What follows belongs to an exercise in optimizing a design on an open flow for small area, a short achievable clock period and few clock cycles per item; a production flow would make more cautious choices. The RTL was checked by simulation tests, not by an equivalence proof against the original design.

==> design/flow/design.v <==
package md5_block_engine_pkg;
  localparam logic [31:0] IV_H0 = 32'h67452301;
  localparam logic [31:0] IV_H1 = 32'hefcdab89;
  localparam logic [31:0] IV_H2 = 32'h98badcfe;
  localparam logic [31:0] IV_H3 = 32'h10325476;
endpackage
module md5_block_engine_step (
  input  logic [31:0] q,
  input  logic [31:0] u,
  input  logic [31:0] v,
  input  logic [31:0] b,
  input  logic [3:0]  rlo,
  input  logic [4:0]  rhi,
  output logic [31:0] b_new
);
  logic [31:0] f, p, g, cy, sum, rot1, rot;
  assign f = (b & u) | (~b & v);
  assign p = q ^ f;
  assign g = q & f;
  md5_block_engine_pfx u_pfx (.p(q | f), .g(g), .c(cy));
  assign sum = p ^ {cy[30:0], 1'b0};
  assign rot1 = ({32{rlo[0]}} & sum)
              | ({32{rlo[1]}} & {sum[30:0], sum[31]})
              | ({32{rlo[2]}} & {sum[29:0], sum[31:30]})
              | ({32{rlo[3]}} & {sum[28:0], sum[31:29]});
  assign rot  = ({32{rhi[0]}} & {rot1[27:0], rot1[31:28]})
              | ({32{rhi[1]}} & {rot1[23:0], rot1[31:24]})
              | ({32{rhi[2]}} & {rot1[19:0], rot1[31:20]})
              | ({32{rhi[3]}} & {rot1[15:0], rot1[31:16]})
              | ({32{rhi[4]}} & {rot1[11:0], rot1[31:12]});
  md5_block_engine_add_ks u_add_b (.a(b), .b(rot), .s(b_new));
endmodule
module md5_block_engine_pfx (
  input  logic [31:0] p,
  input  logic [31:0] g,
  output logic [31:0] c
);
  logic [31:0] pp, gg;
  always_comb begin
    gg = g;
    pp = p;
    for (int i = 0; i < 5; i++) begin
      for (int j = 31; j >= 0; j--) begin
        if (j >= (1 << i)) begin
          gg[j] = gg[j] | (pp[j] & gg[j - (1 << i)]);
          pp[j] = pp[j] & pp[j - (1 << i)];
        end
      end
    end
  end
  assign c = gg;
endmodule
module md5_block_engine_add_ks (
  input  logic [31:0] a,
  input  logic [31:0] b,
  output logic [31:0] s
);
  logic [31:0] p, cy;
  assign p = a ^ b;
  md5_block_engine_pfx u_pfx (.p(a | b), .g(a & b), .c(cy));
  assign s = p ^ {cy[30:0], 1'b0};
endmodule
module md5_block_engine_add (
  input  logic [31:0] a,
  input  logic [31:0] b,
  output logic [31:0] s
);
  logic [31:0] p0, g0, p, g;
  assign p0 = a ^ b;
  assign g0 = a & b;
  always_comb begin
    g = g0;
    p = p0;
    for (int i = 0; i < 5; i++) begin
      for (int j = 0; j < 32; j++) begin
        if ((j >> i) % 2 == 1) begin
          g[j] = g[j] | (p[j] & g[((j >> i) << i) - 1]);
          p[j] = p[j] & p[((j >> i) << i) - 1];
        end
      end
    end
  end
  assign s = p0 ^ {g[30:0], 1'b0};
endmodule
module md5_block_engine_add_bk (
  input  logic [31:0] a,
  input  logic [31:0] b,
  output logic [31:0] s
);
  logic [31:0] p0, g0, p, g;
  assign p0 = a ^ b;
  assign g0 = a & b;
  always_comb begin
    g = g0;
    p = p0;
    for (int i = 0; i < 5; i++) begin
      for (int j = 0; j < 32; j++) begin
        if (j % (2 << i) == (2 << i) - 1) begin
          g[j] = g[j] | (p[j] & g[j - (1 << i)]);
          p[j] = p[j] & p[j - (1 << i)];
        end
      end
    end
    for (int i = 3; i >= 0; i--) begin
      for (int j = 0; j < 32; j++) begin
        if (j >= (2 << i) && j % (2 << i) == (1 << i) - 1) begin
          g[j] = g[j] | (p[j] & g[j - (1 << i)]);
          p[j] = p[j] & p[j - (1 << i)];
        end
      end
    end
  end
  assign s = p0 ^ {g[30:0], 1'b0};
endmodule
import md5_block_engine_pkg::*;
module md5_block_engine (
  input  logic         clk_i,
  input  logic         rst_ni,
  input  logic         init_i,
  input  logic         msg_valid_i,
  output logic         msg_ready_o,
  input  logic [31:0]  msg_i,
  output logic         busy_o,
  output logic         hash_valid_o,
  output logic [127:0] hash_o
);
  function logic [31:0] md5_bswap(input logic [31:0] w);
    md5_bswap = {w[7:0], w[15:8], w[23:16], w[31:24]};
  endfunction
  function logic [31:0] md5_t(input logic [5:0] i);
    case (i)
      6'd0: md5_t = 32'hd76aa478;
      6'd1: md5_t = 32'he8c7b756;
      6'd2: md5_t = 32'h242070db;
      6'd3: md5_t = 32'hc1bdceee;
      6'd4: md5_t = 32'hf57c0faf;
      6'd5: md5_t = 32'h4787c62a;
      6'd6: md5_t = 32'ha8304613;
      6'd7: md5_t = 32'hfd469501;
      6'd8: md5_t = 32'h698098d8;
      6'd9: md5_t = 32'h8b44f7af;
      6'd10: md5_t = 32'hffff5bb1;
      6'd11: md5_t = 32'h895cd7be;
      6'd12: md5_t = 32'h6b901122;
      6'd13: md5_t = 32'hfd987193;
      6'd14: md5_t = 32'ha679438e;
      6'd15: md5_t = 32'h49b40821;
      6'd16: md5_t = 32'hf61e2562;
      6'd17: md5_t = 32'hc040b340;
      6'd18: md5_t = 32'h265e5a51;
      6'd19: md5_t = 32'he9b6c7aa;
      6'd20: md5_t = 32'hd62f105d;
      6'd21: md5_t = 32'h02441453;
      6'd22: md5_t = 32'hd8a1e681;
      6'd23: md5_t = 32'he7d3fbc8;
      6'd24: md5_t = 32'h21e1cde6;
      6'd25: md5_t = 32'hc33707d6;
      6'd26: md5_t = 32'hf4d50d87;
      6'd27: md5_t = 32'h455a14ed;
      6'd28: md5_t = 32'ha9e3e905;
      6'd29: md5_t = 32'hfcefa3f8;
      6'd30: md5_t = 32'h676f02d9;
      6'd31: md5_t = 32'h8d2a4c8a;
      6'd32: md5_t = 32'hfffa3942;
      6'd33: md5_t = 32'h8771f681;
      6'd34: md5_t = 32'h6d9d6122;
      6'd35: md5_t = 32'hfde5380c;
      6'd36: md5_t = 32'ha4beea44;
      6'd37: md5_t = 32'h4bdecfa9;
      6'd38: md5_t = 32'hf6bb4b60;
      6'd39: md5_t = 32'hbebfbc70;
      6'd40: md5_t = 32'h289b7ec6;
      6'd41: md5_t = 32'heaa127fa;
      6'd42: md5_t = 32'hd4ef3085;
      6'd43: md5_t = 32'h04881d05;
      6'd44: md5_t = 32'hd9d4d039;
      6'd45: md5_t = 32'he6db99e5;
      6'd46: md5_t = 32'h1fa27cf8;
      6'd47: md5_t = 32'hc4ac5665;
      6'd48: md5_t = 32'hf4292244;
      6'd49: md5_t = 32'h432aff97;
      6'd50: md5_t = 32'hab9423a7;
      6'd51: md5_t = 32'hfc93a039;
      6'd52: md5_t = 32'h655b59c3;
      6'd53: md5_t = 32'h8f0ccc92;
      6'd54: md5_t = 32'hffeff47d;
      6'd55: md5_t = 32'h85845dd1;
      6'd56: md5_t = 32'h6fa87e4f;
      6'd57: md5_t = 32'hfe2ce6e0;
      6'd58: md5_t = 32'ha3014314;
      6'd59: md5_t = 32'h4e0811a1;
      6'd60: md5_t = 32'hf7537e82;
      6'd61: md5_t = 32'hbd3af235;
      6'd62: md5_t = 32'h2ad7d2bb;
      6'd63: md5_t = 32'heb86d391;
      default: md5_t = 32'h0;
    endcase
  endfunction
  function logic [3:0] md5_pos(input logic [5:0] i);
    case (i[5:4])
      2'd0:    md5_pos = 4'd0;
      2'd1:    md5_pos = 4'd0 - {i[1:0], 2'b00};
      2'd2:    md5_pos = 4'd12 - {i[2:0], 1'b0};
      default: md5_pos = 4'd2 - 4'(i[3:0] * 4'd6);
    endcase
  endfunction
  function logic [4:0] md5_s(input logic [3:0] k);
    case (k)
      4'd0: md5_s = 5'd7;
      4'd1: md5_s = 5'd12;
      4'd2: md5_s = 5'd17;
      4'd3: md5_s = 5'd22;
      4'd4: md5_s = 5'd5;
      4'd5: md5_s = 5'd9;
      4'd6: md5_s = 5'd14;
      4'd7: md5_s = 5'd20;
      4'd8: md5_s = 5'd4;
      4'd9: md5_s = 5'd11;
      4'd10: md5_s = 5'd16;
      4'd11: md5_s = 5'd23;
      4'd12: md5_s = 5'd6;
      4'd13: md5_s = 5'd10;
      4'd14: md5_s = 5'd15;
      default: md5_s = 5'd21;
    endcase
  endfunction
  function logic [31:0] md5_iv_fin(input logic [1:0] k);
    case (k)
      2'd0:    md5_iv_fin = IV_H0;
      2'd1:    md5_iv_fin = IV_H3;
      2'd2:    md5_iv_fin = IV_H2;
      default: md5_iv_fin = IV_H1;
    endcase
  endfunction
  logic [1:0] rst_sync_q;
  logic       rst_n;
  always_ff @(posedge clk_i or negedge rst_ni) begin
    if (!rst_ni) rst_sync_q <= 2'b00;
    else         rst_sync_q <= {rst_sync_q[0], 1'b1};
  end
  assign rst_n = rst_sync_q[1];
  logic        ready_q, busy_q, hash_valid_q;
  logic [3:0]  wcnt_q, rel_q;
  logic [1:0]  cyc_q;
  logic        acc_q, init0_q, comp_q;
  logic [5:0]  pidx_q, pidx_n_q;
  logic        pz_q;
  logic        qv_q, bub_q, last4_q;
  logic [3:0]  rlo_q;
  logic [4:0]  rhi_q;
  logic [1:0]  col_q;
  logic        fin_v_q;
  logic [1:0]  fin_i_q;
  logic        blk_iv_q, h_iv_q;
  logic        xfer, first, prep, prep0, iv0, fin, fin_next;
  logic [3:0]  wcnt_d, rel_d;
  logic        comp_d, ready_d;
  assign xfer     = msg_valid_i & ready_q;
  assign first    = (wcnt_q == 4'd0);
  assign prep     = (pidx_q[5:4] == 2'd0) ? acc_q : ~bub_q;
  assign prep0    = acc_q & pz_q;
  assign iv0      = init0_q | h_iv_q;
  assign fin      = fin_v_q & (fin_i_q == 2'd3);
  assign fin_next = fin_v_q & (fin_i_q == 2'd2);
  assign wcnt_d = xfer ? wcnt_q + 4'd1 : wcnt_q;
  assign rel_d  = (xfer & first) ? 4'd1 : rel_q + 4'd1;
  assign comp_d = (xfer & first) | (comp_q & ~fin);
  always_comb begin
    if (wcnt_d == 4'd0) ready_d = (cyc_q == 2'd3) & (~comp_d | fin_next);
    else                ready_d = (rel_d == wcnt_d);
  end
  always_ff @(posedge clk_i or negedge rst_n) begin
    if (!rst_n) begin
      ready_q      <= 1'b0;
      busy_q       <= 1'b0;
      hash_valid_q <= 1'b0;
      wcnt_q       <= 4'd0;
      rel_q        <= 4'd0;
      cyc_q        <= 2'd0;
      acc_q        <= 1'b0;
      init0_q      <= 1'b0;
      comp_q       <= 1'b0;
      pidx_q       <= 6'd0;
      pidx_n_q     <= 6'd1;
      pz_q         <= 1'b1;
      qv_q         <= 1'b0;
      bub_q        <= 1'b0;
      last4_q      <= 1'b0;
      fin_v_q      <= 1'b0;
      fin_i_q      <= 2'd0;
      blk_iv_q     <= 1'b0;
      h_iv_q       <= 1'b1;
    end else begin
      ready_q      <= ready_d;
      busy_q       <= (busy_q & ~fin) | (xfer & (wcnt_q == 4'd15));
      hash_valid_q <= fin;
      wcnt_q       <= wcnt_d;
      rel_q        <= rel_d;
      cyc_q        <= cyc_q + 2'd1;
      acc_q        <= xfer;
      init0_q      <= xfer & first & init_i;
      comp_q       <= comp_d;
      qv_q         <= prep;
      bub_q        <= prep & ((pidx_q == 6'd15) | (pidx_q == 6'd47));
      fin_v_q      <= qv_q & last4_q;
      fin_i_q      <= col_q;
      if (prep) begin
        pidx_q   <= pidx_n_q;
        pidx_n_q <= pidx_n_q + 6'd1;
        pz_q     <= (pidx_n_q == 6'd0);
        last4_q <= (pidx_q[5:2] == 4'hf);
      end
      if (prep0)  blk_iv_q <= iv0;
      if (fin)    h_iv_q   <= 1'b0;
    end
  end
  logic [4:0] s_w;
  assign s_w = md5_s({pidx_q[5:4], pidx_q[1:0]});
  always_ff @(posedge clk_i) begin
    if (prep) begin
      rlo_q  <= 4'b0001 << s_w[1:0];
      rhi_q  <= 5'b00001 << (s_w[4:2] - 3'd1);
      col_q  <= pidx_q[1:0];
    end
  end
  assign msg_ready_o  = ready_q;
  assign busy_o       = busy_q;
  assign hash_valid_o = hash_valid_q;
  logic [31:0] ring_q [16];
  always_ff @(posedge clk_i) begin
    ring_q[0] <= xfer ? md5_bswap(msg_i) : ring_q[15];
    for (int k = 1; k < 16; k++) ring_q[k] <= ring_q[k-1];
  end
  logic [5:0]  pidx_d;
  logic [3:0]  pos_d;
  logic [7:0]  sel_q;
  logic [31:0] m_w;
  assign pidx_d = prep ? pidx_n_q : pidx_q;
  assign pos_d  = md5_pos(pidx_d);
  logic [31:0] t_q;
  always_ff @(posedge clk_i) sel_q <= 8'b1 << pos_d[3:1];
  always_ff @(posedge clk_i or negedge rst_n) begin
    if (!rst_n)    t_q <= md5_t(6'd0);
    else if (prep) t_q <= md5_t(pidx_n_q);
  end
  always_comb begin
    m_w = 32'h0;
    for (int k = 0; k < 8; k++) m_w = m_w | ({32{sel_q[k]}} & ring_q[2*k]);
  end
  logic [31:0] a_q, b_q, c_q, d_q;
  logic [31:0] q_q, u_q, v_q;
  logic [31:0] h_q [4];           
  logic [31:0] a_op, x_w, h_op, h_sum;
  assign a_op = qv_q ? d_q : ((prep0 & iv0) ? IV_H0 : a_q);
  logic [31:0] t_w, cs_s, cs_c, q_d;
  assign t_w  = t_q;
  assign cs_s = a_op ^ m_w ^ t_w;
  assign cs_c = ((a_op & m_w) | (a_op & t_w) | (m_w & t_w)) << 1;
  md5_block_engine_add u_add_q (.a(cs_s), .b(cs_c), .s(q_d));
  logic [31:0] c_n, d_n, u_d, v_d;
  assign c_n = qv_q ? b_q : ((prep0 & iv0) ? IV_H2 : c_q);
  assign d_n = qv_q ? c_q : ((prep0 & iv0) ? IV_H3 : d_q);
  always_comb begin
    case (pidx_q[5:4])
      2'd0:    begin u_d = c_n;           v_d = d_n;          end
      2'd1:    begin u_d = c_n | d_n;     v_d = c_n & ~d_n;   end
      2'd2:    begin u_d = ~(c_n ^ d_n);  v_d = c_n ^ d_n;    end
      default: begin u_d = ~c_n;          v_d = ~(c_n ^ d_n); end
    endcase
  end
  md5_block_engine_step u_step (
    .q     (q_q),
    .u     (u_q),
    .v     (v_q),
    .b     (b_q),
    .rlo   (rlo_q),
    .rhi   (rhi_q),
    .b_new (x_w)
  );
  assign h_op  = blk_iv_q ? md5_iv_fin(fin_i_q) : h_q[0];
  md5_block_engine_add_bk u_add_h (.a(h_op), .b(b_q), .s(h_sum));
  always_ff @(posedge clk_i) begin
    q_q <= q_d;
    u_q <= u_d;
    v_q <= v_d;
    a_q <= fin ? h_q[1] : a_op;
    c_q <= fin ? h_q[3] : c_n;
    d_q <= fin ? h_q[2] : d_n;
    if (qv_q)              b_q <= x_w;
    else if (fin)          b_q <= h_sum;
    else if (prep0 & iv0)  b_q <= IV_H1;
    h_q[0] <= h_q[1];
    h_q[1] <= h_q[2];
    h_q[2] <= h_q[3];
    h_q[3] <= fin_v_q ? h_sum : h_q[0];
  end
  assign hash_o = {md5_bswap(h_q[0]), md5_bswap(h_q[3]), md5_bswap(h_q[2]), md5_bswap(h_q[1])};
endmodule
==> design/flow/flow/run.sh <==
#!/bin/bash
set -euo pipefail
bash standard.sh SETUP_SLACK_MARGIN=6 finish > standard_flow.log 2>&1
==> design/flow/standard.sh <==
#!/bin/bash
# synth_recipe.tcl (not shown) runs the flow's synth.tcl, then flattens the netlist and writes it again
# the make line also repeats each setting of config.mk as NAME=value (left out here)
make -C /OpenROAD-flow-scripts/flow DESIGN_CONFIG=/design/flow/config.mk WORK_HOME=/design/flow/orfs CLKGATE_MAP_FILE= SYNTH_SCRIPT=/design/flow/synth_recipe.tcl "${@:-finish}"
==> design/flow/config.mk <==
export PLATFORM = sky130hd
export DESIGN_NAME = md5_block_engine
export DESIGN_NICKNAME = md5_block_engine
export VERILOG_FILES = /design/flow/design.v
export SDC_FILE = /design/flow/constraint.sdc
export NUM_CORES = 4
export LEC_CHECK = 0
export ABC_AREA = 1
export CAP_MARGIN = 20
export CORE_MARGIN = 2
export CORE_UTILIZATION = 55
export CTS_CLUSTER_DIAMETER = 120
export CTS_CLUSTER_SIZE = 24
export SLEW_MARGIN = 20
export SYNTH_HIERARCHICAL = 1
==> design/flow/constraint.sdc <==
create_clock -name core_clock -period 10.0 [get_ports {clk_i}]
set_input_delay 2.0000 -clock core_clock [delete_from_list [all_inputs] [get_ports {clk_i}]]
set_output_delay 2.0000 -clock core_clock [all_outputs]
set_load 0.01 [all_outputs]
==> flow_summary.json, run 1 <==
{
  "cp_slowest_cell": "edfxtp_1",
  "finalInstanceArea_um2": 51700,
  "min_path_type": "reg -> async",
  "core_area_um2": 80200,
  "routed_wire_length_per_instance_um": 20.9,
  "final-hold-violation-count": 0,
  "num_io_pins": 167,
  "area.growth.synth_to_final_pct": 16.8,
  "numClockSinks": 954,
  "timing.critical_path.from_type": "flip-flop",
  "final.min_clock_period_ns": 4.38,
  "placement.io_buffers": 166,
  "final_nets": 6316,
  "die_area_um2": 82800,
  "remaining_drc_errors": 0,
  "max_stage_delay_ns": 0.52,
  "gp_congestion": 1.03,
  "clock_skew_ns": 0.0514,
  "clock_insertion_delay_worst_skew_ns": 0.67,
  "detailedRoute.firstIterationViolations": 3743,
  "dpl-instance-area_um2": 46800,
  "wirelength_um": 147000,
  "drv_cap": 0,
  "hpwl_um": 106000,
  "tritoncts_clock_tree": "yes",
  "die_h_um": 288,
  "route.vias.total": 38203,
  "timing.fmax_mhz": 228,
  "post_synth_instance_area_um2": 44300,
  "worst_pin_slew_ns": 1.04,
  "grtUsageTotal": 0.346,
  "crit_type": "reg -> reg",
  "totalNegativeSetupSlack_ns": 0,
  "fill_cell_instance_count_of_the_final_layout": 7121,
  "syn-mean-instance-area_um2": 7.69,
  "setup.worst_path.end_class": "flip-flop",
  "postRouteAntennaNets": 0,
  "reg2reg_depth": 33,
  "first_global_vias": 35378,
  "antennaDiodeCount": 0,
  "clock-root-buffer": "clkbuf_16",
  "grt_setup_unrepaired": "true",
  "grt_first_pass_wirelength_um": 216000,
  "floorplan.initialDensity": 0.553,
  "ys_warn_count": 12,
  "die_width_um": 288,
  "crit_fanout": 4,
  "grt_start_max_net_pins": 118,
  "firstDrtPassIters": 6,
  "placementRows": 104,
  "clkSlewWorstSetupHoldPaths_ns": 0.10,
  "run_status": "finished clean",
  "globalRouteOverflowTotal": 0,
  "slew_viol_final": 0,
  "worst_ep_required_time_ns": 10.38,
  "ctsHtreeMaxLevel": 2,
  "tritoncts.num_buffers": 47,
  "clock_tree.buffer_depth": 3,
  "cp.arrival_ns": 4.76,
  "setup_violations": 0,
  "post-route-period-util": 0.438,
  "syn_inst": 5759,
  "final_layout_size_suffix_gt1_frac": 0.162,
  "antenna_found_initial": 2,
  "via_per_inst": 5.44,
  "slew_headroom": 0.303
}
-- per-stage QoR --
stage | hold slack [ns] | util | setup WS, ns | std cells
6_report | 0.196 | 0.645 | 5.62 | 7027
5_1_grt | 0.216 | 0.645 | 5.41 | 7027
4_1_cts | 0.206 | 0.622 | 5.73 | 6981
3_5_place_dp | 0.198 | 0.584 | 4.69 | 6845
3_3_place_gp | 0.195 | 0.584 | 4.69 | 6845
2_1_floorplan | 0.310 | - | 6.50 | 5759
-- critical path: cells and delay by family, from the launching register on --
kind                     cells  cell delay, ns
AND/OR/NAND/NOR             22            2.31
flip-flops                   1            0.52
AO/OA/AOI/OAI                3            0.50
buffers and inverters        6            0.38
adder cells (fa/ha/maj)      2            0.35
-- layout make-up --
class | instances | area, µm² | area share
clock buffers | 64 | 1260 | 0.0244
clock inverters | 7 | 109 | 0.00210
inverters | 959 | 3640 | 0.0704
multi-input cells | 3661 | 22500 | 0.434
flip-flops and latches | 954 | 19900 | 0.385
well taps | 1060 | 1330 | 0.0256
repair buffers | 322 | 3020 | 0.0583
-- timing repair --
action                                  4_1_cts  5_1_grt
endpoints found under the setup margin       62       60
setup buffers                                65       45
gates resized for setup                     404      434
gates cloned                                  0        1
pin swaps                                   144      177
hold buffers                                  0        0
-- state kept, by name (all words and copies together), names as in the netlist, 4 cells and up --
signal,count
pidx_n_q,6
wcnt_q,4
rlo_q,4
b_q,32
a_q,32
ring_q,512
pidx_q,6
c_q,32
rel_q,4
t_q,32
h_q,128
rhi_q,5
u_q,32
d_q,32
sel_q,8
v_q,32
q_q,32
-- layout by cell type, fill, tap and decap left out, types with 17 or more instances in the layout --
cell             instances
edfxtp_1                43
nand3_2                 52
o211ai_1                29
inv_2                   86
nor2_4                  47
a21oi_2                 34
nor2_1                 314
buf_6                   17
a221oi_1                24
dfxtp_1                839
nor2_2                  40
inv_1                  856
a21oi_1                146
dfrtp_1                 47
buf_4                  130
ha_1                   242
a22oi_1                 24
fa_1                    51
nand2_1               1399
ha_2                    30
clkbuf_16               49
xor2_1                  24
nand2_4                 77
o21ai_4                 20
o21ai_0                299
nand2_2                246
clkdlybuf4s50_1        166
o22ai_1                 57
o2111ai_1               38
dfstp_2                 20
nand4_1                 34
nand3_1                222
-- final timing paths --
path | from | endpoint | slack [ns]
setup / recovery | b_q[16] | b_q[26] | 5.62
hold / removal | rst_sync_q[1] | hash_valid_q | 0.20
setup reg to reg | b_q[16] | b_q[26] | 5.62
min in group core_clock | ring_q[11][25] | ring_q[12][25] | 0.32
max in group asynchronous | rst_ni | rst_sync_q[1] | 8.35
hold reg to reg | rst_sync_q[1] | hash_valid_q | 0.20
-- layer usage --
| metal | GRT usage | share of wire | up-vias |
|---|---|---|---|
| li1 | - | - | 18392 |
| met3 | 0.0564 | 0.078 | 304 |
| met2 | 0.541 | 0.44 | 1483 |
| met5 | 0 | 0 | - |
| met4 | 0.166 | 0.054 | 0 |
| met1 | 0.467 | 0.43 | 18024 |
Testbench counts, summed over its fixed seeds: cycles 34,880, blocks 512.
==> inputs of run 2 (changes only) <==
--- a/design/flow/design.v
+++ b/design/flow/design.v
@@ -317,11 +317,9 @@
   logic [4:0] s_w;
   assign s_w = md5_s({pidx_q[5:4], pidx_q[1:0]});
   always_ff @(posedge clk_i) begin
-    if (prep) begin
-      rlo_q  <= 4'b0001 << s_w[1:0];
-      rhi_q  <= 5'b00001 << (s_w[4:2] - 3'd1);
-      col_q  <= pidx_q[1:0];
-    end
+    rlo_q <= prep ? 4'b0001 << s_w[1:0] : 4'b0000;
+    rhi_q <= prep ? 5'b00001 << (s_w[4:2] - 3'd1) : 5'b00000;
+    if (prep) col_q <= pidx_q[1:0];
   end
   assign msg_ready_o  = ready_q;
   assign busy_o       = busy_q;
@@ -386,9 +384,9 @@
     a_q <= fin ? h_q[1] : a_op;
     c_q <= fin ? h_q[3] : c_n;
     d_q <= fin ? h_q[2] : d_n;
-    if (qv_q)              b_q <= x_w;
-    else if (fin)          b_q <= h_sum;
+    if (fin)               b_q <= h_sum;
     else if (prep0 & iv0)  b_q <= IV_H1;
+    else                   b_q <= x_w;
     h_q[0] <= h_q[1];
     h_q[1] <= h_q[2];
     h_q[2] <= h_q[3];
==> run 2 against run 1 <==
  * Non-clock buffer count decreased by 17
  * Register-to-register slack improved by 0.22 ns
  * Wire length increased by 6.7%
  * Critical endpoint is now b_q[26]
  * Still clean
  * Global-route usage increased by 1.6 points
  * Cell count increased by 1.6%
  * Die area increased by 0.27%
==> flow_summary.json, run 2 <==
{
  "remaining_drc_errors": 0,
  "reg_top3": "ring_q x512, h_q x128",
  "crit_fanout": 4,
  "crit_type": "reg -> reg",
  "reg2reg_depth": 33,
  "slew_headroom": 0.224,
  "finalInstanceArea_um2": 52500,
  "postRouteAntennaNets": 0,
  "clock_insertion_delay_worst_skew_ns": 0.66,
  "clock_skew_ns": 0.0498,
  "die_width_um": 288,
  "setup.worst_path.end_class": "flip-flop",
  "worst_hold_check_slack_ns": 0.304,
  "routed_wire_length_per_instance_um": 22.0,
  "mostFrequentLayoutCell": "nand2_1",
  "grt_start_max_net_pins": 85,
  "holdCritStartpoint": "ring_q[9][5]",
  "cts.hold.buffers_added": 0,
  "final.min_clock_period_ns": 4.16,
  "placement.io_buffers": 166,
  "clock-root-buffer": "clkbuf_16",
  "critical_path.startpoint": "b_q[5]",
  "slew_viol_final": 0,
  "placementRows": 104,
  "totalNegativeSetupSlack_ns": 0,
  "post-route-period-util": 0.416,
  "syn_inst": 5899,
  "num_io_pins": 167,
  "die_h_um": 288,
  "cp.arrival_ns": 4.75,
  "largest_reg_flops": 512,
  "r2r_slack_ns": 5.84,
  "final-hold-violation-count": 0,
  "final_nets": 6429,
  "timing.critical_path.from_type": "flip-flop",
  "timing.critical_path.mode_cell": "nand2_4",
  "floorplan.initialDensity": 0.553,
  "most-common-layout-cells": "1387 x nand2_1, 844 x dfxtp_1, 820 x inv_1",
  "globalRouteOverflowTotal": 0,
  "worst_ep_required_time_ns": 10.59,
  "gp_congestion": 1.02,
  "wirelength_um": 157000,
  "numClockSinks": 954,
  "worst_pin_slew_ns": 1.16,
  "run_status": "finished clean",
  "min_path_type": "reg -> reg",
  "syn-mean-instance-area_um2": 7.53,
  "worst_r2r_startpoint": "b_q[5]",
  "clkSlewWorstSetupHoldPaths_ns": 0.10,
  "tritoncts.num_buffers": 47,
  "die_area_um2": 83100,
  "hpwl_um": 113000,
  "grt_first_pass_wirelength_um": 226000,
  "core_area_um2": 80300,
  "max_stage_delay_ns": 0.39,
  "route.vias.total": 39468,
  "crit_end": "b_q[26]",
  "grtUsageTotal": 0.362,
  "drv_cap": 0,
  "timing.rr.end": "b_q[26]",
  "antenna_found_initial": 0,
  "final_util": 0.654,
  "detailedRoute.firstIterationViolations": 3562,
  "dpl-instance-area_um2": 47000,
  "via_per_inst": 5.53,
  "ctsHtreeMaxLevel": 2,
  "timing.fmax_mhz": 240,
  "ys_warn_count": 12,
  "max_flop_register": "ring_q",
  "first_global_vias": 36327,
  "final_layout_size_suffix_gt1_frac": 0.186,
  "area.growth.synth_to_final_pct": 18.3,
  "clock_tree.buffer_depth": 3,
  "setup_violations": 0,
  "firstDrtPassIters": 5,
  "tritoncts_clock_tree": "yes",
  "grt_setup_unrepaired": "true",
  "post_synth_instance_area_um2": 44400,
  "cp_slowest_cell": "dfxtp_4"
}
==> run 2: routing by layer <==
| layer | up-vias | GRT usage | wire [µm] | share of wire |
|---|---|---|---|---|
| met5 | - | 0 | 0 | 0 |
| met4 | 0 | 0.185 | 9500 | 0.061 |
| met3 | 333 | 0.0462 | 11300 | 0.072 |
| met2 | 1597 | 0.569 | 70200 | 0.45 |
| met1 | 18849 | 0.492 | 66000 | 0.42 |
| li1 | 18689 | - | - | - |
==> run 2: cell type report <==
cell class	count	area, µm²
fill	6965	27700
multi-input combinational	3790	23600
sequential	954	19600
inverter	960	3720
timing repair buffer	305	2840
tap	1060	1330
clock buffer	62	1230
clock inverter	8	141
antenna	2	5.00
==> run 2: worst max-delay path: cells and delay by family, from the launching register on <==
family	cells	cell delay, ns
simple gates	22	2.25
compound gates	3	0.55
buf+inv	6	0.48
fa+ha+maj	2	0.42
flops	1	0.39
==> run 2: worst min-delay path by stage <==
| stage | end | slack (ns) | depth (start not counted) |
|---|---|---|---|
| floorplan | ring_q[10][0] | 0.31 | 0 |
| global placement | ring_q[12][7] | 0.31 | 0 |
| detailed placement | ring_q[10][15] | 0.31 | 0 |
| CTS | ring_q[10][15] | 0.31 | 0 |
| global route | ring_q[10][15] | 0.32 | 0 |
| finish | ring_q[10][5] | 0.30 | 0 |
==> run 2: stage by stage <==
stage	instances	setup slack, ns
4_1_cts	7094	5.99
5_1_grt	7139	5.69
6_report	7141	5.84
3_3_place_gp	6984	5.06
2_1_floorplan	5899	6.70
3_5_place_dp	6984	4.98
==> run 2: timing repair <==
item	4_1_cts	5_1_grt
pin swaps	54	302
buffers inserted	40	44
cloned	0	1
endpoints found under the setup margin	64	44
gates resized for setup	350	790
Testbench counts of run 2, summed over its fixed seeds: cycles 34,880, blocks 512.
==> inputs of run 3 (changes only) <==
--- a/design/flow/design.v
+++ b/design/flow/design.v
@@ -384,9 +384,7 @@
     a_q <= fin ? h_q[1] : a_op;
     c_q <= fin ? h_q[3] : c_n;
     d_q <= fin ? h_q[2] : d_n;
-    if (fin)               b_q <= h_sum;
-    else if (prep0 & iv0)  b_q <= IV_H1;
-    else                   b_q <= x_w;
+    b_q <= (fin | (prep0 & iv0)) ? (fin ? h_sum : IV_H1) : x_w;
     h_q[0] <= h_q[1];
     h_q[1] <= h_q[2];
     h_q[2] <= h_q[3];
==> run 3 against run 2 <==
  * Core utilization fell by 2.0 points
  * Sequential cell count did not move
  * Critical endpoint is now b_q[12]
  * Critical path type unchanged
  * Highest routed layer unchanged
  * Sequential share of layout area rose by 1.2 points
==> flow_summary.json, run 3 <==
{
  "grt_start_max_net_pins": 108,
  "antennaDiodeCount": 0,
  "die_h_um": 288,
  "worst_ep_required_time_ns": 10.54,
  "placement.io_buffers": 166,
  "num_io_pins": 167,
  "timing.critical_path.mode_cell": "nand2_2",
  "setup.worst_path.end_class": "flip-flop",
  "dpl-instance-area_um2": 46800,
  "routed_wire_length_per_instance_um": 21.8,
  "floorplan.initialDensity": 0.553,
  "crit_type": "reg -> reg",
  "max_stage_delay_ns": 0.35,
  "tritoncts_clock_tree": "yes",
  "timing.rr.end": "b_q[12]",
  "placementRows": 104,
  "die_width_um": 288,
  "area.growth.synth_to_final_pct": 14.8,
  "core_area_um2": 80000,
  "detailedRoute.firstIterationViolations": 3693,
  "postRouteAntennaNets": 0,
  "worst_pin_slew_ns": 0.988,
  "die_area_um2": 82700,
  "drv_cap": 0,
  "clock_tree.buffer_depth": 3,
  "first_global_vias": 35680,
  "reg2reg_depth": 32,
  "syn_inst": 5833,
  "tritoncts.num_buffers": 47,
  "run_status": "finished clean",
  "route.vias.total": 38552,
  "clkSlewWorstSetupHoldPaths_ns": 0.11,
  "largest_reg_flops": 512,
  "worst_r2r_startpoint": "b_q[6]",
  "max_flop_register": "ring_q",
  "reg_top3": "ring_q x512, h_q x128",
  "numClockSinks": 954,
  "crit_fanout": 4,
  "finalInstanceArea_um2": 50800,
  "cp.arrival_ns": 4.69,
  "fill_cell_instance_count_of_the_final_layout": 7250,
  "grtUsageTotal": 0.357,
  "wirelength_um": 154000,
  "post-route-period-util": 0.415,
  "slew_headroom": 0.341,
  "remaining_drc_errors": 0,
  "hpwl_um": 112000,
  "slew_viol_final": 0,
  "cp_slowest_cell": "dfxtp_2",
  "grt_first_pass_wirelength_um": 222000,
  "min_path_type": "reg -> async",
  "ctsHtreeMaxLevel": 2,
  "pre_cts_ws_ns": 5.26,
  "final.min_clock_period_ns": 4.15,
  "mostFrequentLayoutCell": "nand2_1",
  "clock_skew_ns": 0.0574,
  "globalRouteOverflowTotal": 0,
  "clock-root-buffer": "clkbuf_16",
  "timing.fmax_mhz": 241,
  "r2r_slack_ns": 5.85,
  "most-common-layout-cells": "1426 x nand2_1, 888 x inv_1, 856 x dfxtp_1",
  "totalNegativeSetupSlack_ns": 0,
  "final_critical_path_setup_slack_ns": 5.85,
  "post_synth_instance_area_um2": 44200,
  "ys_warn_count": 12,
  "clock_insertion_delay_worst_skew_ns": 0.68,
  "gp_congestion": 1.05,
  "final_nets": 6351,
  "final-hold-violation-count": 0,
  "antenna_found_initial": 1,
  "grt_setup_unrepaired": "true",
  "syn-mean-instance-area_um2": 7.58,
  "timing.critical_path.from_type": "flip-flop",
  "setup_violations": 0,
  "via_per_inst": 5.46,
  "firstDrtPassIters": 7,
  "final_layout_size_suffix_gt1_frac": 0.140
}
[run 3: cell types whose count changed in the layout (fill, tap and decap cells not counted), moves of 20 or more]
cell     delta
nand2_4    -81
nand2_2    -32
inv_4      -22
nand3_1    +32
nor2_4     -24
nand2_1    +39
o22a_1     +20
ha_1       +41
inv_1      +68
ha_2       -27
inv_2      -35
[run 3: worst max path at each step]
stage | start | to
finish | b_q[6] | b_q[12]
CTS | b_q[9] | b_q[28]
detailed placement | b_q[9] | b_q[28]
global route | b_q[8] | b_q[26]
floorplan | pz_q | q_q[17]
global placement | acc_q | q_q[17]
[run 3: final cells by class]
type / instances / area, µm² / share of cell area
clock buffers: 60 / 1280 / 0.0252
clock inverters: 6 / 110 / 0.00217
inverters: 965 / 3650 / 0.0718
multi-input cells: 3717 / 22000 / 0.434
flip-flops and latches: 954 / 19600 / 0.386
well taps: 1060 / 1330 / 0.0261
repair buffers: 295 / 2820 / 0.0556
[run 3: repair_timing]
action | 4_1_cts | 5_1_grt
setup endpoints to repair | 72 | 51
setup buffers | 13 | 50
hold buffers | 0 | 0
pin swaps | 33 | 147
gates cloned | 0 | 4
gates resized for setup | 237 | 423
[run 3: worst max-delay path, delay by kind of cell, from the launching register on]
family / cells / cell delay [ns]
flip-flops: 1 / 0.35
adder cells (fa/ha/maj): 2 / 0.31
AND/OR/NAND/NOR: 21 / 2.07
AO/OA/AOI/OAI: 3 / 0.61
buffers and inverters: 6 / 0.63
[run 3: metal layers]
layer / vias up / GRT usage / routed length [µm]
met5: - / 0 / 0
met2: 1529 / 0.569 / 69000
li1: 18506 / - / -
met1: 18096 / 0.459 / 62900
met4: 0 / 0.214 / 10700
met3: 421 / 0.0548 / 11300
[run 3: stage by stage]
| step | std cells | utilization | hold slack (ns) |
|---|---|---|---|
| 6_report | 7057 | 0.635 | 0.213 |
| 3_3_place_gp | 6924 | 0.585 | 0.257 |
| 3_5_place_dp | 6924 | 0.585 | 0.255 |
| 2_1_floorplan | 5833 | - | 0.310 |
| 4_1_cts | 7003 | 0.612 | 0.242 |
| 5_1_grt | 7057 | 0.635 | 0.247 |
Testbench counts of run 3, summed over its fixed seeds: cycles 34,880, blocks 512.
==> inputs of run 4 (changes only) <==
--- a/design/flow/config.mk
+++ b/design/flow/config.mk
@@ -11,5 +11,6 @@
 export CORE_UTILIZATION = 55
 export CTS_CLUSTER_DIAMETER = 120
 export CTS_CLUSTER_SIZE = 24
+export GPL_ROUTABILITY_DRIVEN = 0
 export SLEW_MARGIN = 20
 export SYNTH_HIERARCHICAL = 1
==> run 4 against run 3 <==
  * Via count shrank 0.77%
  * Clock-buffer cell count shrank 3
  * Cell count shrank 0.18%
  * Non-clock buffer count shrank 12
  * Area after synthesis is the same
  * Setup slack gained 0.053 ns
  * Fmax grew 1.3%
  * Clock skew shrank 0.0087 ns
  * Synthesized cell count is the same
  * Highest routed layer is now met5
==> flow_summary.json, run 4 <==
{
  "run_status": "finished clean",
  "numClockSinks": 954,
  "cp.arrival_ns": 4.64,
  "globalRouteOverflowTotal": 0,
  "reg_top3": "ring_q x512, h_q x128",
  "setup.worst_path.end_class": "flip-flop",
  "worst_ep_required_time_ns": 10.55,
  "route.vias.total": 38256,
  "final_nets": 6338,
  "slew_viol_final": 0,
  "post-route-period-util": 0.409,
  "ctsHtreeMaxLevel": 2,
  "core_area_um2": 80000,
  "max_stage_delay_ns": 0.34,
  "area.growth.synth_to_final_pct": 14.9,
  "largest_reg_flops": 512,
  "max_flop_register": "ring_q",
  "crit_type": "reg -> reg",
  "cts.hold.buffers_added": 0,
  "layoutNonFillerInstCount": 7044,
  "routed_wire_length_per_instance_um": 21.1,
  "clock_skew_ns": 0.0487,
  "final_critical_path_setup_slack_ns": 5.91,
  "die_area_um2": 82700,
  "pre_cts_ws_ns": 5.29,
  "tritoncts.num_buffers": 46,
  "hpwl_um": 107000,
  "drv_cap": 0,
  "timing.critical_path.from_type": "flip-flop",
  "totalNegativeSetupSlack_ns": 0,
  "timing.fmax_mhz": 244,
  "post_synth_instance_area_um2": 44200,
  "final.min_clock_period_ns": 4.09,
  "grt_first_pass_wirelength_um": 216000,
  "worst_r2r_startpoint": "b_q[13]",
  "setup_violations": 0,
  "die_h_um": 288,
  "final_util": 0.635,
  "die_width_um": 288,
  "first_global_vias": 34925,
  "grt_setup_unrepaired": "true",
  "clock_tree.buffer_depth": 3,
  "placed_cells_incl_taps": 6919,
  "finalInstanceArea_um2": 50800,
  "floorplan.initialDensity": 0.553,
  "mostFrequentLayoutCell": "nand2_1",
  "antenna_found_initial": 2,
  "slew_headroom": 0.323,
  "wirelength_um": 148000,
  "dpl-instance-area_um2": 46800,
  "clkSlewWorstSetupHoldPaths_ns": 0.10,
  "cp_slowest_cell": "dfxtp_2",
  "r2r_slack_ns": 5.91,
  "worst_pin_slew_ns": 1.01,
  "firstDrtPassIters": 8,
  "ys_warn_count": 12,
  "timing.critical_path.mode_cell": "nand2_1",
  "final_layout_size_suffix_gt1_frac": 0.143,
  "timing.rr.end": "b_q[27]",
  "most-common-layout-cells": "1427 x nand2_1, 885 x inv_1, 848 x dfxtp_1",
  "num_io_pins": 167,
  "crit_fanout": 5,
  "via_per_inst": 5.43,
  "detailedRoute.firstIterationViolations": 4086,
  "postRouteAntennaNets": 0,
  "syn-mean-instance-area_um2": 7.58,
  "remaining_drc_errors": 0,
  "grt_start_max_net_pins": 86,
  "reg2reg_depth": 34,
  "syn_inst": 5833,
  "tritoncts_clock_tree": "yes",
  "placementRows": 104,
  "min_path_type": "reg -> async",
  "grtUsageTotal": 0.345,
  "clock-root-buffer": "clkbuf_16",
  "final-hold-violation-count": 0,
  "placement.io_buffers": 166,
  "clock_insertion_delay_worst_skew_ns": 0.66
}
[run 4: worst max-delay path by stage]
stage,cells past startpoint,slack (ns),endpoint,start
floorplan,19,6.59,q_q[17],pz_q
global route,36,5.66,b_q[21],b_q[12]
finish,34,5.91,b_q[27],b_q[13]
global placement,32,5.28,b_q[30],b_q[14]
CTS,32,5.98,b_q[27],b_q[16]
detailed placement,32,5.29,b_q[27],b_q[9]
[run 4: worst max-delay path, delay by kind of cell (launching register included)]
family	cells	cell delay (ns)
flops	1	0.34
simple gates	23	2.14
fa+ha+maj	2	0.39
buf+inv	5	0.42
compound gates	4	0.70
[run 4: what timing repair did]
action	4_1_cts	5_1_grt
setup endpoints to repair	71	83
setup buffers	10	46
gates cloned	0	4
pin swaps	17	107
resized for setup	204	508
[run 4: layout make-up]
| type | count | area, µm² |
|---|---|---|
| Clock inverter | 7 | 149 |
| Inverter | 965 | 3650 |
| Multi-Input combinational cell | 3717 | 22200 |
| Tap cell | 1060 | 1330 |
| Clock buffer | 57 | 1210 |
| Antenna cell | 1 | 2.50 |
| Sequential cell | 954 | 19600 |
| Timing Repair Buffer | 283 | 2730 |
| Fill cell | 7303 | 29200 |
[run 4: layer usage]
layer | global-route usage | part of all wire
met1 | 0.442 | 0.40
met2 | 0.552 | 0.45
met3 | 0.0558 | 0.075
met4 | 0.202 | 0.069
met5 | 0 | 0.000054
[run 4: through the flow]
step	hold slack, ns
3_5_place_dp	0.173
2_1_floorplan	0.310
3_3_place_gp	0.169
5_1_grt	0.191
4_1_cts	0.178
6_report	0.172
==> inputs of run 5 (changes only) <==
--- a/design/flow/design.v
+++ b/design/flow/design.v
@@ -15,8 +15,8 @@
 );
   logic [31:0] f, p, g, cy, sum, rot1, rot;
   assign f = (b & u) | (~b & v);
-  assign p = q ^ f;
   assign g = q & f;
+  md5_block_engine_xor u_xor_p (.a(q), .b(f), .y(p));
   md5_block_engine_pfx u_pfx (.p(q | f), .g(g), .c(cy));
   assign sum = p ^ {cy[30:0], 1'b0};
   assign rot1 = ({32{rlo[0]}} & sum)
@@ -56,7 +56,7 @@
   output logic [31:0] s
 );
   logic [31:0] p, cy;
-  assign p = a ^ b;
+  md5_block_engine_xor u_xor_p (.a(a), .b(b), .y(p));
   md5_block_engine_pfx u_pfx (.p(a | b), .g(a & b), .c(cy));
   assign s = p ^ {cy[30:0], 1'b0};
 endmodule
@@ -112,6 +112,13 @@
   end
   assign s = p0 ^ {g[30:0], 1'b0};
 endmodule
+module md5_block_engine_xor (
+  input  logic [31:0] a,
+  input  logic [31:0] b,
+  output logic [31:0] y
+);
+  assign y = a ^ b;
+endmodule
 import md5_block_engine_pkg::*;
 module md5_block_engine (
   input  logic         clk_i,
--- a/design/flow/config.mk
+++ b/design/flow/config.mk
@@ -11,6 +11,5 @@
 export CORE_UTILIZATION = 55
 export CTS_CLUSTER_DIAMETER = 120
 export CTS_CLUSTER_SIZE = 24
-export GPL_ROUTABILITY_DRIVEN = 0
 export SLEW_MARGIN = 20
 export SYNTH_HIERARCHICAL = 1
==> run 5 against run 4 <==
  * Still clean on timing, DRC and antenna
  * Design area hardly changed
  * Area after synthesis down 0.29%
  * Sequential cell count is the same
  * Register-to-register slack better by 0.21 ns
  * Setup slack gained 0.21 ns
==> flow_summary.json, run 5 <==
{
  "worst_pin_slew_ns": 1.02,
  "placed_cells_incl_taps": 7142,
  "final.min_clock_period_ns": 3.89,
  "crit_fanout": 4,
  "remaining_drc_errors": 0,
  "grt_setup_unrepaired": "true",
  "critPathBufInv": 2,
  "final_nets": 6487,
  "clkSlewWorstSetupHoldPaths_ns": 0.11,
  "syn-mean-instance-area_um2": 7.26,
  "die_width_um": 287,
  "max_flop_register": "ring_q",
  "fill_cell_instance_count_of_the_final_layout": 7156,
  "timing.critical_path.mode_cell": "nand2_1",
  "final_critical_path_setup_slack_ns": 6.11,
  "reg2reg_depth": 33,
  "clock_insertion_delay_worst_skew_ns": 0.67,
  "num_io_pins": 167,
  "wirelength_um": 157000,
  "timing.fmax_mhz": 257,
  "numClockSinks": 954,
  "die_area_um2": 82500,
  "routed_wire_length_per_instance_um": 21.5,
  "clock_skew_ns": 0.0691,
  "most-common-layout-cells": "1687 x nand2_1, 924 x inv_1, 840 x dfxtp_1",
  "r2r_slack_ns": 6.11,
  "postRouteAntennaNets": 0,
  "slew_headroom": 0.318,
  "placement.io_buffers": 166,
  "final-hold-violation-count": 0,
  "mostFrequentLayoutCell": "nand2_1",
  "worst_hold_check_slack_ns": 0.0822,
  "via_per_inst": 5.47,
  "gp_congestion": 1.02,
  "cts.hold.buffers_added": 0,
  "timing.critical_path.from_type": "flip-flop",
  "largest_delay_share_family_worst_path": "simple AND/OR/NAND/NOR gates",
  "syn_inst": 6078,
  "clock-root-buffer": "clkbuf_16",
  "ctsHtreeMaxLevel": 2,
  "reg_top3": "ring_q x512, h_q x128",
  "grt_start_max_net_pins": 90,
  "layoutNonFillerInstCount": 7308,
  "antenna_found_initial": 2,
  "detailedRoute.firstIterationViolations": 3794,
  "hpwl_um": 115000,
  "worst_ep_required_time_ns": 10.57,
  "ys_warn_count": 12,
  "crit_type": "reg -> reg",
  "timing.rr.end": "b_q[31]",
  "run_status": "finished clean",
  "worst_r2r_startpoint": "b_q[0]",
  "placementRows": 103,
  "slew_viol_final": 0,
  "min_path_type": "reg -> async",
  "globalRouteOverflowTotal": 0,
  "tritoncts_clock_tree": "yes",
  "firstDrtPassIters": 6,
  "setup_violations": 0,
  "grtUsageTotal": 0.367,
  "largest_reg_flops": 512,
  "route.vias.total": 39941,
  "totalNegativeSetupSlack_ns": 0,
  "first_global_vias": 36127,
  "final_layout_size_suffix_gt1_frac": 0.145,
  "post_synth_instance_area_um2": 44100,
  "tritoncts.num_buffers": 46,
  "area.growth.synth_to_final_pct": 15.1,
  "floorplan.initialDensity": 0.557,
  "die_h_um": 287,
  "core_area_um2": 79300,
  "post-route-period-util": 0.389,
  "grt_first_pass_wirelength_um": 228000,
  "drv_cap": 0,
  "pre_cts_ws_ns": 5.35,
  "cp.arrival_ns": 4.46,
  "cp_slowest_cell": "dfxtp_4",
  "clock_tree.buffer_depth": 3,
  "max_stage_delay_ns": 0.40,
  "setup.worst_path.end_class": "flip-flop"
}
[run 5: changes by cell type in the layout (fill, tap and decap cells not counted), moves of 29 or more]
| cell | delta |
|---|---|
| inv_1 | +39 |
| nand2_4 | +29 |
| nand2_1 | +260 |
| buf_4 | +39 |
| ha_1 | -99 |
| nand2_2 | +36 |
[run 5: stage by stage]
step,utilization,instance area [µm²]
after floorplan,-,44100
after global placement,0.587,46500
after detailed placement,0.587,46500
after CTS,0.611,48400
after global routing,0.641,50800
final,0.641,50800
[run 5: how the worst max path moves through the flow]
stage / start / to / slack [ns] / depth (start not counted)
finish: b_q[0] / b_q[31] / 6.11 / 33
global route: b_q[21] / b_q[28] / 5.86 / 36
CTS: b_q[13] / b_q[30] / 5.97 / 33
detailed placement: b_q[0] / b_q[29] / 5.35 / 28
global placement: b_q[0] / b_q[29] / 5.35 / 28
floorplan: pz_q / q_q[17] / 6.56 / 21
[run 5: metal layers]
metal  part of all wire  global-route usage  vias up
li1                   -                   -    19147
met1               0.41               0.487    18680
met2               0.44               0.577     1711
met3              0.085              0.0645      403
met4              0.066               0.186        0
met5                  0                   0        -
[run 5: worst reg2reg max path, delay by kind of cell, from the launching register on]
family,cells,cell delay [ns]
DFF,1,0.40
and+or+nand+nor,29,2.96
AOI/OAI and AO/OA,2,0.30
buffers and inverters,2,0.12
[run 5: area by class of cell]
type,count,area [µm²],share of cell area
clock inverter,5,101,0.00200
inverter,996,3790,0.0746
clock buffer,57,1200,0.0237
antenna,2,5.00,0.0000985
multi-input combinational,3938,21900,0.432
timing repair buffer,306,2810,0.0552
sequential,954,19600,0.387
tap,1050,1310,0.0259
[run 5: timing repair]
| item | CTS | global route |
|---|---|---|
| buffers inserted | 15 | 84 |
| gates resized for setup | 176 | 545 |
| endpoints found under the setup margin | 62 | 62 |
| endpoints found under the hold margin | 0 | 0 |
| gates cloned | 0 | 3 |
| pin swaps | 8 | 191 |
Testbench counts of run 5, summed over its fixed seeds: cycles 34,880, blocks 512.
==> inputs of run 6 (changes only) <==
--- a/design/flow/design.v
+++ b/design/flow/design.v
@@ -28,7 +28,10 @@
               | ({32{rhi[2]}} & {rot1[19:0], rot1[31:20]})
               | ({32{rhi[3]}} & {rot1[15:0], rot1[31:16]})
               | ({32{rhi[4]}} & {rot1[11:0], rot1[31:12]});
-  md5_block_engine_add_ks u_add_b (.a(b), .b(rot), .s(b_new));
+  logic [31:0] p2, cy2;
+  md5_block_engine_xor u_xor_p2 (.a(b), .b(rot), .y(p2));
+  md5_block_engine_pfx u_pfx2 (.p(b | rot), .g(b & rot), .c(cy2));
+  assign b_new = p2 ^ {cy2[30:0], 1'b0};
 endmodule
 module md5_block_engine_pfx (
   input  logic [31:0] p,
@@ -50,16 +53,6 @@
   end
   assign c = gg;
 endmodule
-module md5_block_engine_add_ks (
-  input  logic [31:0] a,
-  input  logic [31:0] b,
-  output logic [31:0] s
-);
-  logic [31:0] p, cy;
-  md5_block_engine_xor u_xor_p (.a(a), .b(b), .y(p));
-  md5_block_engine_pfx u_pfx (.p(a | b), .g(a & b), .c(cy));
-  assign s = p ^ {cy[30:0], 1'b0};
-endmodule
 module md5_block_engine_add (
   input  logic [31:0] a,
   input  logic [31:0] b,
==> run 6 against run 5 <==
  * Largest cell class unchanged
  * Critical path depth shrank 32
  * Design area down 2.0%
  * Non-clock buffer count decreased by 28
  * Clock-buffer cell count up 4
  * First-iteration DRC count shrank 0.18%
  * Core utilization is 1.1 points lower
  * Die area decreased by 0.59%
  * Area after synthesis fell by 0.60%
  * Highest routed layer is now met5
==> flow_summary.json, run 6 <==
{
  "run_status": "finished clean",
  "die_width_um": 286,
  "worst_ep_required_time_ns": 8.00,
  "crit_cells": 1,
  "die_area_um2": 82000,
  "cts.hold.buffers_added": 0,
  "worst_pin_slew_ns": 1.06,
  "crit_fanout": 3,
  "core_area_um2": 79000,
  "firstDrtPassIters": 8,
  "route.vias.total": 39060,
  "die_h_um": 286,
  "post_synth_instance_area_um2": 43800,
  "remaining_drc_errors": 0,
  "via_per_inst": 5.46,
  "final_layout_size_suffix_gt1_frac": 0.130,
  "slew_viol_final": 0,
  "first_global_vias": 35466,
  "clock-root-buffer": "clkbuf_16",
  "slew_headroom": 0.288,
  "placed_cells_incl_taps": 7015,
  "cp_slowest_cell": "dfxtp_1",
  "reg_top3": "ring_q x512, h_q x128",
  "ctsHtreeMaxLevel": 2,
  "routed_wire_length_per_instance_um": 21.0,
  "setup.worst_path.end_class": "output port",
  "setup_violations": 0,
  "critPathBufInv": 1,
  "grt_setup_unrepaired": "true",
  "syn_inst": 5946,
  "clkSlewWorstSetupHoldPaths_ns": 0.09,
  "grt_start_max_net_pins": 87,
  "grt_first_pass_wirelength_um": 220000,
  "placement.io_buffers": 166,
  "clock_tree.buffer_depth": 3,
  "largest_delay_share_family_worst_path": "flip-flops",
  "gp_congestion": 1.02,
  "max_flop_register": "ring_q",
  "hpwl_um": 111000,
  "r2r_slack_ns": 6.08,
  "grtUsageTotal": 0.355,
  "numClockSinks": 954,
  "ys_warn_count": 12,
  "final-hold-violation-count": 0,
  "wirelength_um": 150000,
  "timing.fmax_mhz": 250,
  "placementRows": 103,
  "antenna_found_initial": 2,
  "final_nets": 6327,
  "floorplan.initialDensity": 0.555,
  "largest_reg_flops": 512,
  "max_stage_delay_ns": 0.68,
  "reg2reg_depth": 29,
  "timing.critical_path.from_type": "flip-flop",
  "crit_type": "reg -> out",
  "most-common-layout-cells": "1725 x nand2_1, 875 x inv_1, 846 x dfxtp_1",
  "mostFrequentLayoutCell": "nand2_1",
  "min_path_type": "reg -> async",
  "layoutNonFillerInstCount": 7154,
  "timing.critical_path.cells": "clkdlybuf4s50_1",
  "drv_cap": 0,
  "num_io_pins": 167,
  "clock_insertion_delay_worst_skew_ns": 0.69,
  "area.growth.synth_to_final_pct": 13.5,
  "final.min_clock_period_ns": 4.00,
  "globalRouteOverflowTotal": 0,
  "totalNegativeSetupSlack_ns": 0,
  "tritoncts_clock_tree": "yes",
  "post-route-period-util": 0.400,
  "postRouteAntennaNets": 0,
  "clock_skew_ns": 0.0604,
  "cp.arrival_ns": 2.00,
  "syn-mean-instance-area_um2": 7.37,
  "tritoncts.num_buffers": 48,
  "detailedRoute.firstIterationViolations": 3787
}
[run 6: repair_timing]
| action | CTS | global route |
|---|---|---|
| gates resized for setup | 100 | 414 |
| cloned | 0 | 1 |
| setup endpoints to repair | 68 | 82 |
| buffers inserted | 4 | 62 |
| pin swaps | 1 | 76 |
[run 6: layout make-up]
class                      instances  area [µm²]
sequential                       954       19600
tap                             1050        1310
multi-input combinational       3846       21200
fill                            7134       29200
timing repair buffer             278        2540
clock buffer                      61        1250
inverter                         954        3610
antenna                            1        2.50
clock inverter                    10         194
[run 6: per-stage QoR]
step	util	hold slack [ns]	worst slack, ns	area, µm²
after floorplan	-	0.310	6.56	43800
after global placement	0.586	0.120	5.48	46300
after detailed placement	0.586	0.118	5.48	46300
after CTS	0.608	0.127	6.00	48100
after global routing	0.630	0.126	5.91	49800
final	0.630	0.122	6.00	49800
[run 6: per-layer routing]
layer  wire [µm]  vias to the layer above  global-route usage
met4        6260                        2               0.128
met2       65100                     1695               0.547
met1       65600                    18290               0.501
li1            -                    18794                   -
met5          13                        -                   0
met3       13400                      279              0.0591
[run 6: path summary, 6_finish.rpt]
check / startpoint / to
worst max register to register: b_q[8] / b_q[18]
min in group core_clock: ring_q[11][11] / ring_q[12][11]
worst min register to register: rst_sync_q[1] / acc_q
max in group asynchronous: rst_ni / rst_sync_q[1]
worst min-delay path: rst_sync_q[1] / acc_q
worst max-delay path: h_q[3][0] / hash_o[88]
Testbench counts of run 6, summed over its fixed seeds: cycles 34,880, blocks 512.
==> inputs of run 7 (changes only) <==
--- a/design/flow/design.v
+++ b/design/flow/design.v
@@ -59,11 +59,11 @@
   output logic [31:0] s
 );
   logic [31:0] p0, g0, p, g;
-  assign p0 = a ^ b;
+  md5_block_engine_xor u_xor_p (.a(a), .b(b), .y(p0));
   assign g0 = a & b;
   always_comb begin
     g = g0;
-    p = p0;
+    p = a | b;
     for (int i = 0; i < 5; i++) begin
       for (int j = 0; j < 32; j++) begin
         if ((j >> i) % 2 == 1) begin
@@ -251,8 +251,8 @@
   logic [1:0]  col_q;
   logic        fin_v_q;
   logic [1:0]  fin_i_q;
-  logic        blk_iv_q, h_iv_q;
-  logic        xfer, first, prep, prep0, iv0, fin, fin_next;
+  logic        blk_iv_q, h_iv_q, ivl_q;
+  logic        xfer, first, prep, prep0, iv0, ivl, fin, fin_next, pz_d;
   logic [3:0]  wcnt_d, rel_d;
   logic        comp_d, ready_d;
   assign xfer     = msg_valid_i & ready_q;
@@ -260,6 +260,8 @@
   assign prep     = (pidx_q[5:4] == 2'd0) ? acc_q : ~bub_q;
   assign prep0    = acc_q & pz_q;
   assign iv0      = init0_q | h_iv_q;
+  assign ivl      = ivl_q;                
+  assign pz_d     = prep ? (pidx_n_q == 6'd0) : pz_q;
   assign fin      = fin_v_q & (fin_i_q == 2'd3);
   assign fin_next = fin_v_q & (fin_i_q == 2'd2);
   assign wcnt_d = xfer ? wcnt_q + 4'd1 : wcnt_q;
@@ -290,6 +292,7 @@
       fin_i_q      <= 2'd0;
       blk_iv_q     <= 1'b0;
       h_iv_q       <= 1'b1;
+      ivl_q        <= 1'b0;
     end else begin
       ready_q      <= ready_d;
       busy_q       <= (busy_q & ~fin) | (xfer & (wcnt_q == 4'd15));
@@ -312,6 +315,7 @@
       end
       if (prep0)  blk_iv_q <= iv0;
       if (fin)    h_iv_q   <= 1'b0;
+      ivl_q        <= xfer & pz_d & ((first & init_i) | (h_iv_q & ~fin));
     end
   end
   logic [4:0] s_w;
@@ -349,15 +353,15 @@
   logic [31:0] q_q, u_q, v_q;
   logic [31:0] h_q [4];           
   logic [31:0] a_op, x_w, h_op, h_sum;
-  assign a_op = qv_q ? d_q : ((prep0 & iv0) ? IV_H0 : a_q);
+  assign a_op = qv_q ? d_q : (ivl ? IV_H0 : a_q);
   logic [31:0] t_w, cs_s, cs_c, q_d;
   assign t_w  = t_q;
   assign cs_s = a_op ^ m_w ^ t_w;
   assign cs_c = ((a_op & m_w) | (a_op & t_w) | (m_w & t_w)) << 1;
   md5_block_engine_add u_add_q (.a(cs_s), .b(cs_c), .s(q_d));
   logic [31:0] c_n, d_n, u_d, v_d;
-  assign c_n = qv_q ? b_q : ((prep0 & iv0) ? IV_H2 : c_q);
-  assign d_n = qv_q ? c_q : ((prep0 & iv0) ? IV_H3 : d_q);
+  assign c_n = qv_q ? b_q : (ivl ? IV_H2 : c_q);
+  assign d_n = qv_q ? c_q : (ivl ? IV_H3 : d_q);
   always_comb begin
     case (pidx_q[5:4])
       2'd0:    begin u_d = c_n;           v_d = d_n;          end
@@ -384,7 +388,7 @@
     a_q <= fin ? h_q[1] : a_op;
     c_q <= fin ? h_q[3] : c_n;
     d_q <= fin ? h_q[2] : d_n;
-    b_q <= (fin | (prep0 & iv0)) ? (fin ? h_sum : IV_H1) : x_w;
+    b_q <= (fin | ivl) ? (fin ? h_sum : IV_H1) : x_w;
     h_q[0] <= h_q[1];
     h_q[1] <= h_q[2];
     h_q[2] <= h_q[3];
==> run 7 against run 6 <==
  * Critical endpoint is now hash_o[70]
  * Still clean
  * Critical path depth is the same
  * Register-to-register slack lost 0.03 ns
  * Setup slack lost 0.0026 ns
  * Sequential share of layout area grew 0.15 points
  * First-iteration DRC count shrank 22%
  * Largest cell class unchanged
  * Wire length shrank 1.1%
==> flow_summary.json, run 7 <==
{
  "grt_setup_unrepaired": "true",
  "ctsHtreeMaxLevel": 2,
  "syn-mean-instance-area_um2": 7.32,
  "die_area_um2": 81700,
  "post_synth_instance_area_um2": 43700,
  "clock_skew_ns": 0.0329,
  "largest_reg_flops": 512,
  "gr-usage-met2": 0.591,
  "crit_type": "reg -> out",
  "finalInstanceArea_um2": 49700,
  "dpl-instance-area_um2": 46200,
  "max_flop_register": "ring_q",
  "setup_violations": 0,
  "grt_met3_usage": 0.0569,
  "detailedRoute.firstIterationViolations": 2966,
  "max_stage_delay_ns": 0.68,
  "area.growth.synth_to_final_pct": 13.6,
  "fill_cell_instance_count_of_the_final_layout": 7163,
  "run_status": "finished clean",
  "most-common-layout-cells": "1811 x nand2_1, 918 x inv_1, 847 x dfxtp_1",
  "numClockSinks": 955,
  "gp_congestion": 1.06,
  "cts.hold.buffers_added": 0,
  "placed_cells_incl_taps": 7047,
  "placementRows": 103,
  "ys_warn_count": 12,
  "grtUsageTotal": 0.355,
  "grt_first_pass_wirelength_um": 220000,
  "critPathBufInv": 1,
  "final_nets": 6338,
  "clkSlewWorstSetupHoldPaths_ns": 0.11,
  "placement.io_buffers": 166,
  "final.min_clock_period_ns": 4.00,
  "wirelength_um": 149000,
  "routed_wire_length_per_instance_um": 20.7,
  "timing.rr.end": "b_q[26]",
  "post-route-period-util": 0.400,
  "setup.worst_path.end_class": "output port",
  "r2r_slack_ns": 6.05,
  "largest_delay_share_family_worst_path": "flip-flops",
  "postRouteAntennaNets": 0,
  "tritoncts.num_buffers": 47,
  "tritoncts_clock_tree": "yes",
  "slew_viol_final": 0,
  "syn_inst": 5967,
  "die_h_um": 286,
  "cp_slowest_cell": "dfxtp_1",
  "groute.layer.met1.usage": 0.446,
  "core_area_um2": 78900,
  "timing.critical_path.from_type": "flip-flop",
  "via_per_inst": 5.44,
  "clock-root-buffer": "clkbuf_16",
  "timing.critical_path.cells": "clkdlybuf4s50_1",
  "num_io_pins": 167,
  "final-hold-violation-count": 0,
  "drv_cap": 0,
  "reg_top3": "ring_q x512, h_q x128",
  "global_route.peak_usage_layer": "met2",
  "reg2reg_depth": 31,
  "clock_insertion_delay_worst_skew_ns": 0.66,
  "floorplan.initialDensity": 0.554,
  "final_util": 0.630,
  "timing.fmax_mhz": 250,
  "cp.arrival_ns": 2.00,
  "slew_headroom": 0.234,
  "globalRouteOverflowTotal": 0,
  "antenna_found_initial": 4,
  "die_width_um": 286,
  "worst_ep_required_time_ns": 8.00,
  "totalNegativeSetupSlack_ns": 0,
  "worst_pin_slew_ns": 1.15,
  "min_path_type": "reg -> async",
  "hpwl_um": 109000,
  "remaining_drc_errors": 0,
  "firstDrtPassIters": 8,
  "first_global_vias": 36954,
  "route.vias.total": 39143,
  "final_layout_size_suffix_gt1_frac": 0.127,
  "worst_r2r_startpoint": "b_q[10]",
  "clock_tree.buffer_depth": 3,
  "grt_start_max_net_pins": 91,
  "crit_fanout": 3,
  "layoutNonFillerInstCount": 7195,
  "antennaDiodeCount": 0,
  "mostFrequentLayoutCell": "nand2_1"
}
==> run 7: worst max path at each step <==
| stage | cells past startpoint | start | to | slack (ns) |
|---|---|---|---|---|
| final | 1 | h_q[3][30] | hash_o[70] | 6.00 |
| after global routing | 36 | b_q[10] | b_q[24] | 5.89 |
| after CTS | 30 | b_q[18] | b_q[29] | 6.00 |
| after detailed placement | 31 | b_q[12] | b_q[26] | 5.42 |
| after global placement | 31 | b_q[12] | b_q[25] | 5.42 |
| after floorplan | 33 | b_q[12] | b_q[21] | 6.84 |
==> run 7: per-stage QoR <==
step                setup WS (ns)  hold WS, ns
detailed placement           5.42        0.287
CTS                          6.00        0.290
global route                 5.89        0.314
finish                       6.00        0.271
global placement             5.42        0.284
floorplan                    6.84        0.310
==> run 7: area by class of cell <==
cell class | count | area [µm²] | share of cell area
tap | 1050 | 1310 | 0.0265
timing repair buffer | 296 | 2690 | 0.0542
clock buffer | 60 | 1260 | 0.0253
sequential | 955 | 19600 | 0.396
inverter | 993 | 3760 | 0.0758
clock inverter | 6 | 108 | 0.00217
multi-input combinational | 3835 | 20900 | 0.420
==> run 7: metal layers <==
metal	part of all wire	vias to the layer above
met5	0.000061	-
met4	0.056	2
met3	0.068	408
met2	0.46	1439
met1	0.41	18407
li1	-	18887
==> run 7: what timing repair did <==
item                       4_1_cts  5_1_grt
setup endpoints to repair       47       52
buffers inserted                16       66
resized for setup               98      394
pin swaps                       10       87
Testbench counts of run 7, summed over its fixed seeds: cycles 34,880, blocks 512.

## static timing again, ports no longer ideal
The flow's constraints put no driver on any port. The routed layouts listed below were extracted and timed again, unchanged, in two steps.
Step 1, drivers: a clkbuf_16 drives clk_i and a buf_2 each remaining input, both assumed.
Step 2 moves the port delays by t, midway between the first and last clock arrival at a register: inputs arrive t later, outputs are due t later. That takes back most of the time a late clock gives input paths.
Slacks: no drivers / after step 1 / after step 2; pairs: no drivers / after step 1.
| run | t (ns) | slack for setup (ns) | hold slack, ns | worst setup path at the end | clock arrival spread, ns |
|---|---|---|---|---|---|
| run 1 | 0.715 | 5.617 / 5.617 / 5.617 | 0.196 / 0.196 / 0.196 | register to register | 0.060 / 0.060 |
| run 2 | 0.713 | 5.839 / 5.839 / 5.628 | 0.304 / 0.304 / 0.304 | input to register | 0.051 / 0.051 |
| run 3 | 0.724 | 5.852 / 5.852 / 5.661 | 0.213 / 0.213 / 0.213 | input to register | 0.066 / 0.065 |
| run 4 | 0.708 | 5.906 / 5.906 / 5.586 | 0.172 / 0.172 / 0.172 | input to register | 0.051 / 0.050 |
| run 5 | 0.700 | 6.112 / 6.084 / 5.979 | 0.082 / 0.082 / 0.082 | input to register | 0.072 / 0.073 |
| run 6 | 0.726 | 6.005 / 5.933 / 6.083 | 0.122 / 0.122 / 0.122 | register to register | 0.060 / 0.061 |
| run 7 | 0.716 | 6.002 / 5.930 / 5.908 | 0.271 / 0.271 / 0.271 | input to register | 0.033 / 0.034 |
After both steps every run listed still meets setup and hold. For run 4, which loses most, drivers alone change the setup slack by 0.000 ns; drivers and shift together by -0.320 ns.
